What follows belongs to an exercise in optimizing a design on an open flow for small area, a short achievable clock period and few clock cycles per item; a production flow would make more cautious choices.
Only simulation tests tie the RTL to the original design; equivalence was not proved.

run 1:
## svf_multichannel
module svf_multichannel #(
  parameter int SAMPLE_BITS = 16,
  parameter int CHANNELS    = 4,
  parameter int COEF_BITS   = 18
) (
  input  logic                            clk,
  input  logic                            rst,
  input  logic                            sample_clk,
  input  logic [CHANNELS*SAMPLE_BITS-1:0] in_data,
  input  logic [CHANNELS*COEF_BITS-1:0]   F,
  input  logic [CHANNELS*COEF_BITS-1:0]   Q1,
  input  logic [CHANNELS*2-1:0]           mode,
  input  logic [CHANNELS-1:0]             clear,
  output logic [CHANNELS*SAMPLE_BITS-1:0] out_data,
  output logic                            out_valid,
  output logic                            busy,
  output logic                            overrun
);
clock: 12.0 ns
lec_check: 0
cap_margin: 20
core_margin: 2
core_utilization: 60
cts_buf_list: sky130_fd_sc_hd__clkbuf_8
cts_cluster_diameter: 50
cts_cluster_size: 20
slew_margin: 20
synth_hierarchical: 1
standard.sh (not shown) runs the stock make flow with config.mk's settings and CLKGATE_MAP_FILE= SYNTH_SCRIPT=/design/flow/synth_recipe.tcl, a recipe that flattens the netlist after the stock synthesis.
==> flow/flow/run.sh <==
#!/bin/bash
# The standard layout (standard synthesis included), with two changes to how the
# layout is made: timing repair is asked to leave more setup slack than the default,
# so that paths end up well inside the period, and the port buffers are buf_1 cells.
set -euo pipefail
bash standard.sh SETUP_SLACK_MARGIN=8 "BUFFER_PORTS_ARGS=-buffer_cell sky130_fd_sc_hd__buf_1" finish > standard_flow.log 2>&1
Testbench counts of run 1, summed over its fixed seeds: cycles 25,608, frames 3,200.
## Diff of input files: run 2 against run 1
Settings: CTS_CLUSTER_SIZE no longer set, was 20; CORE_UTILIZATION now 55, was 60; CTS_CLUSTER_DIAMETER no longer set, was 50; CTS_BUF_LIST no longer set, was sky130_fd_sc_hd__clkbuf_8.
## What came out
Looking at fraction of the core area covered by cells at the end of the flow across run 1 and run 2, the one that comes out higher is run 1. Run 2 against run 1: relative area of non-clock buffer cells in the final design saw a decrease, overall track demand over capacity in global routing lower, maximum frequency rose by 0.0064 GHz. Going from run 1 to run 2, layout overhead on the synthesized area grows by 0.66 points. Cell area reported after detailed placement across run 1 and run 2: no real change. The total wire length after detailed routing in run 2 sits about 6% below the value recorded for run 1. Run 2 vs run 1 on final weighted congestion of routability-driven global placement: run 2 is the lower one. Summary — number of clock-tree buffers in the layout, run 2 relative to run 1: higher, by 26. Compared with run 1, run 2 shows post-layout instance count excluding filler cells higher by 63.

Another version of the RTL of svf_multichannel (not shown whole).
Size: about 4100 cells after synthesis, ~700 flip-flops, about 290 I/O pins.
export LEC_CHECK = 0
export CAP_MARGIN = 20
export CORE_MARGIN = 2
export CORE_UTILIZATION = 55
export SLEW_MARGIN = 20
export SYNTH_HIERARCHICAL = 1
create_clock -name core_clock -period 12.0 [get_ports {clk}]
==> flow/flow/run.sh <==
#!/bin/bash
# The standard layout (standard synthesis included), with two changes to how the
# layout is made: timing repair is asked to leave more setup slack than the default,
# so that paths end up well inside the period, and the port buffers are buf_1 cells.
set -euo pipefail
bash standard.sh SETUP_SLACK_MARGIN=8.2 "BUFFER_PORTS_ARGS=-buffer_cell sky130_fd_sc_hd__buf_1" finish > standard_flow.log 2>&1
The baseline ran to the end with no violations.
Testbench counts at the start, summed over its fixed seeds: cycles 25,608, frames 3,200.
Rerun with:
--- a/flow/flow/run.sh
+++ b/flow/flow/run.sh
@@ -5,2 +5,2 @@
 set -euo pipefail
-bash standard.sh SETUP_SLACK_MARGIN=8.2 "BUFFER_PORTS_ARGS=-buffer_cell sky130_fd_sc_hd__buf_1" finish > standard_flow.log 2>&1
+bash standard.sh SETUP_SLACK_MARGIN=8 "BUFFER_PORTS_ARGS=-buffer_cell sky130_fd_sc_hd__buf_1" finish > standard_flow.log 2>&1
What happened: Die area stays the same. Worst hold slack is better by 0.0063 ns. Core utilization decreases by 0.45 points. Setup slack is worse by 0.066 ns. Clock-buffer cell count decreases by 6. Register-to-register slack barely changes. Final area decreases slightly. Synthesized area does not change. Non-clock buffer count decreases by 27.

==> port drivers added, routing unchanged <==
The results above use ideal ports. As a check the final layouts listed here were re-extracted and re-timed, cells and wires unchanged.
Step 1 sets driving cells, clkbuf_16 on the clock port and buf_2 on the other inputs (assumed; they add their load-dependent delay and slew).
Step 2, shift: input delay + t, output delay - t, t = (earliest + latest rising clock arrival at the registers) / 2. This alone moves slack from input paths to output paths.
Slacks: ideal ports / drivers / drivers and shift; pairs: ideal ports / drivers.
run | shift t [ns] | slack for setup (ns) | worst setup path at the end
run 1 | 0.752 | 7.974 / 7.974 / 7.801 | input to register
run 2 | 0.685 | 8.075 / 8.047 / 7.680 | input to register
the first run of note 2 | 0.699 | 8.141 / 8.141 / 8.074 | input to register
the second run of note 2 | 0.708 | 8.075 / 8.006 / 8.039 | input to register
After both steps every run listed still meets setup and hold. For run 2, which loses most, drivers alone change the setup slack by -0.028 ns; drivers and shift together by -0.395 ns.
